This design comes from an exercise in tuning for small area, a short achievable clock period and few clock cycles per item on the open sky130 flow, not from production work. Function was checked by simulation only, so behaviour that the tests miss may differ from the original. No activity file was given, so power comes from the tool's default toggle rates.

// decode_alu_core
module decode_alu_core #(
    parameter int K = 8,   
    parameter int DR = 2   
) (
    input  logic        clk,
    input  logic        rst,
    input  logic [6:0]  opcode,
    input  logic [2:0]  funct3,
    input  logic [6:0]  funct7,
    input  logic        NOP,
    output logic [2:0]  ImmType,
    output logic        B_Zero,
    output logic [1:0]  isPC_select,
    output logic        RegWriteHZ,
    output logic        MemWriteHZ,
    output logic        MemReadHZ,
    output logic        ALUSrcHZ,
    output logic        BranchHZ,
    output logic        JumpHZ,
    output logic        JumpRegHZ,
    output logic [1:0]  ResultSrcHZ,
    output logic [2:0]  ImmTypeHZ,
    output logic [4:0]  ALUControlHZ,
    input  logic [31:0] rdA,
    input  logic [31:0] rdB,
    input  logic [4:0]  ALUControl,
    output logic [31:0] ALUresult,
    output logic        Carry,
    output logic        Zero,
    output logic        mul_done,
    output logic        div_done
);
Size: roughly 110 flip-flops, ~150 I/O pins, about 32000 µm² of cells after synthesis.
==> module decode_alu_core_shift, before the edit <==
module decode_alu_core_shift (
    input  logic [31:0] a,
    input  logic [4:0]  sh,
    input  logic [1:0]  op,        
    output logic [31:0] shr,       
    output logic        zero
);
    logic [31:0] sh_in, sh_rev;
    logic        left, fill;
    assign left = !op[1];
    assign fill = op[1] & op[0] & a[31];
    always_comb for (int i = 0; i < 32; i++) sh_rev[i] = a[31 - i];
    assign sh_in = left ? sh_rev : a;
    assign shr   = $signed({fill, sh_in}) >>> sh;
    assign zero  = shr == 32'd0;
endmodule
clock: 12.5 ns
lec_check: 0
cap_margin: 20
core_margin: 2
core_utilization: 40
setup_slack_margin: 4.5
slew_margin: 20
synth_hierarchical: 1
tns_end_percent: 0
standard.sh (not shown) runs the stock make flow with config.mk's settings and CLKGATE_MAP_FILE= SYNTH_SCRIPT=/design/flow/synth_recipe.tcl, a recipe that flattens the netlist after the stock synthesis.
==> flow/flow/run.sh <==
#!/bin/bash
# The standard layout (standard.sh: synthesis to the routed layout), with one change:
# the port buffers that global placement inserts are buf_4 cells rather than the
# default choice, a slow delay buffer. Every port is still buffered.
set -o pipefail
export BUFFER_PORTS_ARGS="-buffer_cell sky130_fd_sc_hd__buf_4"
bash standard.sh > standard.log 2>&1
status=$?
tail -40 standard.log
exit $status
Testbench counts at the start, summed over its fixed seeds: cycles 41,189, instrs 24,000.
Then changed:
--- a/flow/design.v
+++ b/flow/design.v
@@ -361,6 +361,8 @@
     assign fill = op[1] & op[0] & a[31];
     always_comb for (int i = 0; i < 32; i++) sh_rev[i] = a[31 - i];
     assign sh_in = left ? sh_rev : a;
     assign shr   = $signed({fill, sh_in}) >>> sh;
-    assign zero  = shr == 32'd0;
+    logic [31:0] keep;
+    always_comb for (int i = 0; i < 32; i++) keep[i] = left ? (i <= 31 - sh) : (i >= sh);
+    assign zero  = ~|(a & keep) & !fill;
 endmodule
What happened:
- synthesized cell count grows by 4.7%
- die area grows by 4.6%
- total power increases by 8.1%
- worst hold slack gets better by 0.052 ns
- via count goes up by 7.3%
- clock-buffer cell count falls by 1
- non-clock buffer count went up by 18
- register-to-register slack gets better by 0.17 ns
- routed wire length goes up by 8.1%
Testbench counts after the change, summed over its fixed seeds: cycles 41,189, instrs 24,000.


## east
decode_alu_core, a different RTL version from the one above (not shown whole).
For scale: about 4,500 cells after synthesis, ~150 I/O pins, roughly 0.033 mm2 of cells after synthesis.
clock: 12.5 ns
lec_check: 0
cap_margin: 20
core_margin: 2
core_utilization: 40
setup_slack_margin: 4.5
slew_margin: 20
synth_hierarchical: 1
tns_end_percent: 0
run.sh (not shown) runs the stock make flow with config.mk's settings and CLKGATE_MAP_FILE= SYNTH_SCRIPT=/design/flow/synth_recipe.tcl, a recipe that flattens the netlist after the stock synthesis.
Stock flow here: none of the scripts above is used.
Testbench counts of east, summed over its fixed seeds: cycles 41,189, instrs 24,000.
Input-level comparison between south and east:
-- flow/design.v --
<<< east, line 157
    assign {cD, sD} = csa(sC, cC, cB);
    assign mt = sD + cD;
    logic        d_sgn, a_neg, b_neg, b_zero;
    logic [31:0] am, bm;
>>> south, line 157
    assign {cD, sD} = csa(sC, cC, cB);
    assign mt = sD + cD;
    logic        sel_lo, negr;
    logic [31:0] msel, m_res;
    logic        d_sgn, a_neg, b_neg, b_zero;
    logic [31:0] am, bm;
<<< east, line 164
    assign a_neg  = d_sgn & a[31];
    assign b_neg  = d_sgn & b[31];
    assign am     = a_neg ? -a : a;
    assign bm     = b_neg ? -b : b;
    assign b_zero = b == 32'd0;
>>> south, line 166
    assign a_neg  = d_sgn & a[31];
    assign b_neg  = d_sgn & b[31];
    assign am     = nego;                                           
    assign bm     = b_neg ? -b : b;
    assign b_zero = b == 32'd0;
<<< east, line 230
        dd <= busy ? dd >> DR : {1'b0, bm} << npad;
    end
    logic        sel_lo, negr;
    logic [31:0] msel, m_res;
    assign sel_lo = op_q[2] ? !op_q[1] : op_q[1:0] == 2'b00;
    assign msel   = sel_lo ? lo : hi[31:0];
    assign negr   = op_q[2] & (op_q[1] ? neg_r : neg_q);
    assign m_res  = negr ? -msel : msel;
    decode_alu_core_alu u_alu (
        .a(a), .b(b), .op(ALUControl), .rst(rst), .done(done), .m_res(m_res), .m_zero(~|msel),
>>> south, line 232
        dd <= busy ? dd >> DR : {1'b0, bm} << npad;
    end
    assign sel_lo = op_q[2] ? !op_q[1] : op_q[1:0] == 2'b00;
    assign msel   = sel_lo ? lo : hi[31:0];
    assign negr   = op_q[2] & (op_q[1] ? neg_r : neg_q);
    logic [31:0] negi, nego;
    assign negi  = done ? msel : a;
    assign nego  = (done ? negr : a_neg) ? -negi : negi;
    assign m_res = nego;
    decode_alu_core_alu u_alu (
        .a(a), .b(b), .op(ALUControl), .rst(rst), .done(done), .m_res(m_res), .m_zero(~|msel),
<<< east, line 300
    assign z_early = (s_add && ~|(a ^ b ^ {a[30:0] | b[30:0], 1'b0})) ||
                     (s_sub && a == b) ||
                     (s_and && ~|(a & b)) || (s_or && ~|(a | b)) || (s_xor && a == b) ||
                     s_none;
endmodule
>>> south, line 303
    assign z_early = (s_add && ~|(a ^ b ^ {a[30:0] | b[30:0], 1'b0})) ||
                     (s_sub && a == b) ||
                     ((s_and || s_or || s_xor) && early == 32'd0) ||
                     s_none;
endmodule
<<< east, line 360
    assign sh_in = left ? sh_rev : a;
    assign shr   = $signed({fill, sh_in}) >>> sh;
    assign zero  = shr == 32'd0;
endmodule
>>> south, line 363
    assign sh_in = left ? sh_rev : a;
    assign shr   = $signed({fill, sh_in}) >>> sh;
    logic [31:0] keep;
    always_comb for (int i = 0; i < 32; i++) keep[i] = left ? (i <= 31 - sh) : (i >= sh);
    assign zero  = ~|(a & keep) & !fill;
endmodule
Notes after the runs:
From east to south, count of hold buffers inserted by post-cts repair did not move at all.
In the final design statistics, south uses more standard cells in total than east.
Against east, the final cell area of south is higher.
[south] post-synthesis compound-gate area fraction rose 3.1 points relative to east
Across both runs, number of combinational gates with multiple inputs was higher for south than for east.
[compare] base=east new=south: per-instance average area after synthesis went down 1.5%; maximum clock frequency went up 0.91 MHz; peak supply drop went up 0.000079 V; relative contribution of the clock network to total power went down 0.2 points; global-route wire length before repair went up 11%.
Testbench counts of south, summed over its fixed seeds: cycles 41,189, instrs 24,000.

==> what the ideal ports hide <==
No port has a modelled driver above. Below, the same layouts with a new extraction and two added sets of constraints. Step 1 (the two cells are an assumption about what drives the block):
set clk [get_ports {clk}]
set_driving_cell -lib_cell sky130_fd_sc_hd__clkbuf_16 $clk
set_driving_cell -lib_cell sky130_fd_sc_hd__buf_2 [delete_from_list [all_inputs] $clk]
Step 2 also shifts input and output timing later by t, the mid clock arrival at the registers, as if the neighbouring blocks saw the same clock. a / b / c = ideal / step 1 / step 2; a / b = the first two.
run	t (ns)	setup WS [ns]	worst data-port slew with drivers (ns)
the first run of note 1	0.435	4.149 / 3.952 / 3.877	0.28
the second run of note 1	0.455	4.345 / 4.139 / 3.982	0.21
east	0.429	4.143 / 4.002 / 3.884	0.19
south	0.438	4.206 / 4.145 / 3.948	0.14
After both steps every run listed still meets setup and hold. The setup slack of the second run of note 1, which loses most, moves by -0.206 ns with the drivers and by -0.363 ns with both steps.
